From an optimization exercise on the open Yosys and OpenROAD flow, aimed at small area; shortcuts taken in it are not production practice.
Only simulation tests tie the RTL to the original design; equivalence was not proved.

## alu
module alu (
    input  logic        i_clk,
    input  logic        i_rst_n,
    input  logic        i_in_valid,
    input  logic [3:0]  i_inst,
    input  logic [15:0] i_data_a,
    input  logic [15:0] i_data_b,
    output logic        o_busy,
    output logic        o_out_valid,
    output logic [15:0] o_data
);
export LEC_CHECK = 0
export ABC_AREA = 1
export CAP_MARGIN = 0
export CORE_MARGIN = 2
export CORE_UTILIZATION = 65
export CTS_BUF_LIST = sky130_fd_sc_hd__clkbuf_8
export GPL_TIMING_DRIVEN = 0
export SLEW_MARGIN = 0
create_clock -name core_clock -period 11.0 [get_ports {i_clk}]
standard.sh (not shown) runs the stock make flow with config.mk's settings and CLKGATE_MAP_FILE= SYNTH_SCRIPT=/design/flow/synth_recipe.tcl, a recipe that flattens the netlist after the stock synthesis.
==> flow/flow/run.sh <==
#!/bin/bash
set -euo pipefail
bash standard.sh "BUFFER_PORTS_ARGS=-buffer_cell sky130_fd_sc_hd__buf_2" REMOVE_ABC_BUFFERS=1 finish > flow_make.log 2>&1
The starting point went through all stages and came out clean.
Then changed:
==> flow/flow/run.sh (replaced) <==
#!/bin/bash
set -euo pipefail
bash standard.sh \
  "BUFFER_PORTS_ARGS=-buffer_cell sky130_fd_sc_hd__buf_2" \
  REMOVE_ABC_BUFFERS=1 \
  "CTS_ARGS=-sink_clustering_enable -repair_clock_nets -buf_list sky130_fd_sc_hd__clkbuf_8 -dont_use_dummy_load" \
  finish > flow_make.log 2>&1
Settings changed: CAP_MARGIN 0 to 20, CORE_UTILIZATION 65 to 55, SLEW_MARGIN 0 to 20.
What happened: The new run finished with timing, DRC and antenna clean; via count came out lower by 2.1%; critical path depth came out higher by 1; wire length came out higher by 3.2%; first-iteration DRC count came out lower by 13%; cell count came out higher by 1.9%; synthesized area is unchanged; sequential share of layout area came out higher by 0.24 points.
Then changed:
==> flow/flow/run.sh (replaced) <==
#!/bin/bash
set -euo pipefail
bash standard.sh \
  "BUFFER_PORTS_ARGS=-buffer_cell sky130_fd_sc_hd__buf_2" \
  REMOVE_ABC_BUFFERS=1 \
  "CTS_ARGS=-sink_clustering_enable -repair_clock_nets -buf_list sky130_fd_sc_hd__clkbuf_8 -dont_use_dummy_load -sink_clustering_size 40 -sink_clustering_max_diameter 100" \
  finish > flow_make.log 2>&1
After rerunning: Clock skew is unchanged; global-route usage is unchanged; wire length stays the same; synthesized area stays the same; clock-buffer cell count does not change.
Then changed:
==> flow/flow/run.sh (replaced) <==
#!/bin/bash
set -euo pipefail
bash standard.sh "BUFFER_PORTS_ARGS=-buffer_cell sky130_fd_sc_hd__buf_2" finish > flow_make.log 2>&1
Settings changed: CORE_UTILIZATION 55 to 40, CTS_BUF_LIST sky130_fd_sc_hd__clkbuf_8 to not set.
Effect: The new run produced a clean layout; worst setup slack gets worse by 0.10 ns; via count went up by 1.4%; final area went up by about 5%; hold slack gets better by 0.013 ns.

Starting RTL as in the previous note.
Design alu, start of the top module:
module alu (
    input  logic        i_clk,
    input  logic        i_rst_n,
    input  logic        i_in_valid,
    input  logic [3:0]  i_inst,
    input  logic [15:0] i_data_a,
    input  logic [15:0] i_data_b,
    output logic        o_busy,
    output logic        o_out_valid,
    output logic [15:0] o_data
);
clock: 11.0 ns
lec_check: 0
abc_area: 1
cap_margin: 20
core_margin: 2
core_utilization: 55
cts_buf_list: sky130_fd_sc_hd__clkbuf_4 sky130_fd_sc_hd__clkbuf_8
gpl_timing_driven: 0
slew_margin: 20
==> flow/flow/run.sh <==
#!/bin/bash
set -euo pipefail
bash standard.sh "BUFFER_PORTS_ARGS=-buffer_cell sky130_fd_sc_hd__buf_2" finish > flow_make.log 2>&1
The baseline completed without violations.
Next try:
--- a/flow/config.mk
+++ b/flow/config.mk
@@ -8 +7,0 @@
-export ABC_AREA = 1
@@ -11,2 +10 @@
-export CORE_UTILIZATION = 55
-export CTS_BUF_LIST = sky130_fd_sc_hd__clkbuf_4 sky130_fd_sc_hd__clkbuf_8
+export CORE_UTILIZATION = 40
Outcome: Clock skew shrinks by 9.7 ps; core utilization drops by 15 points; worst hold slack hardly moves; die area grows by 47%; design area is higher by 12%.

Starting RTL as in the previous note.
// alu
module alu (
    input  logic        i_clk,
    input  logic        i_rst_n,
    input  logic        i_in_valid,
    input  logic [3:0]  i_inst,
    input  logic [15:0] i_data_a,
    input  logic [15:0] i_data_b,
    output logic        o_busy,
    output logic        o_out_valid,
    output logic [15:0] o_data
);
    logic       tp;
    logic [2:0] cnt;
    logic       in_tp;
    logic       loading;
    logic       accept;
    assign in_tp   = (i_inst == 4'd9);
    assign loading = o_busy & tp & ~o_out_valid;
    assign accept  = i_in_valid & (~o_busy | loading);
    always_ff @(posedge i_clk or negedge i_rst_n) begin
        if (!i_rst_n) begin
            o_busy      <= 1'b0;
            o_out_valid <= 1'b0;
            tp          <= 1'b0;
            cnt         <= 3'd0;
        end else begin
            if (!o_busy) begin
                if (i_in_valid) begin
                    o_busy      <= 1'b1;
                    o_out_valid <= ~in_tp;
                    tp          <= in_tp;
                    if (in_tp) cnt <= cnt + 3'd1;
                end
            end else if (!tp) begin
                o_busy      <= 1'b0;
                o_out_valid <= 1'b0;
            end else if (!o_out_valid) begin
                if (i_in_valid) begin
                    cnt <= cnt + 3'd1;
                    if (cnt == 3'd7) o_out_valid <= 1'b1;
                end
            end else begin
                cnt <= cnt + 3'd1;
                if (cnt == 3'd7) begin
                    o_busy      <= 1'b0;
                    o_out_valid <= 1'b0;
                end
            end
        end
    end
    logic [15:0] w [8];
    logic        shift_col;
    assign shift_col = o_busy | in_tp;
    always_ff @(posedge i_clk) begin
        if (accept) begin
  ...
==> flow/config.mk <==
export PLATFORM = sky130hd
export DESIGN_NAME = alu
export DESIGN_NICKNAME = alu
export VERILOG_FILES = /design/flow/design.v
export SDC_FILE = /design/flow/constraint.sdc
export NUM_CORES = 4
export LEC_CHECK = 0
export ABC_AREA = 1
export CAP_MARGIN = 20
export CORE_MARGIN = 2
export CORE_UTILIZATION = 55
export CTS_BUF_LIST = sky130_fd_sc_hd__clkbuf_8
export GPL_TIMING_DRIVEN = 0
export SLEW_MARGIN = 20
==> flow/constraint.sdc <==
create_clock -name core_clock -period 11.0 [get_ports {i_clk}]
set_input_delay 2.2000 -clock core_clock [delete_from_list [all_inputs] [get_ports {i_clk}]]
set_output_delay 2.2000 -clock core_clock [all_outputs]
set_load 0.01 [all_outputs]
==> flow/flow/run.sh <==
#!/bin/bash
set -euo pipefail
bash standard.sh "BUFFER_PORTS_ARGS=-buffer_cell sky130_fd_sc_hd__buf_2" REMOVE_ABC_BUFFERS=1 finish > flow_make.log 2>&1
The baseline completed with no timing, DRC or antenna violations.
Rerun with:
==> flow/flow/run.sh (replaced) <==
#!/bin/bash
set -euo pipefail
bash standard.sh \
  "BUFFER_PORTS_ARGS=-buffer_cell sky130_fd_sc_hd__buf_1" \
  REMOVE_ABC_BUFFERS=1 \
  "CTS_ARGS=-sink_clustering_enable -repair_clock_nets -buf_list sky130_fd_sc_hd__clkbuf_8 -dont_use_dummy_load" \
  finish > flow_make.log 2>&1
- CORE_UTILIZATION: 55 -> 65
The changed run completed without violations.
Wire length fell by 2.6%.
Clock-buffer cell count stays the same.
Die area is lower by 15%.
Non-clock buffer count goes down by 6.
Register-to-register slack is worse by 0.15 ns.
Global-route usage went up by 4.9 points.

-- re-timing with driven ports --
No port has a modelled driver above. Below, the same layouts with a new extraction and two added sets of constraints. Step 1: set_driving_cell puts a clkbuf_16 on i_clk and a buf_2 on each other input, an assumption about the parent block. Step 2 also shifts input and output timing later by t, the mid clock arrival at the registers, as if the neighbouring blocks saw the same clock. Three values: ideal ports, drivers, drivers and shift; two values: the first two.
run | t, ns | slack for setup (ns) | worst setup path at the end | latest minus earliest clock arrival (ns)
the first run of note 1 | 0.515 | 0.233 / 0.213 / 0.213 | input to output | 0.018 / 0.018
the second run of note 1 | 0.502 | 0.331 / 0.305 / 0.305 | input to output | 0.046 / 0.046
the third run of note 1 | 0.502 | 0.331 / 0.305 / 0.305 | input to output | 0.046 / 0.046
the fourth run of note 1 | 0.481 | 0.231 / 0.213 / 0.213 | input to output | 0.016 / 0.017
the first run of note 2 | 0.512 | 0.299 / 0.275 / 0.275 | input to output | 0.025 / 0.025
the second run of note 2 | 0.498 | 0.301 / 0.267 / 0.267 | input to output | 0.014 / 0.014
the first run of note 3 | 0.512 | 0.314 / 0.288 / 0.288 | input to output | 0.023 / 0.023
the second run of note 3 | 0.506 | 0.233 / 0.211 / 0.211 | input to output | 0.044 / 0.043
After both steps every run listed still meets setup and hold. For the second run of note 2, which loses most, drivers alone change the setup slack by -0.034 ns; drivers and shift together by -0.034 ns.
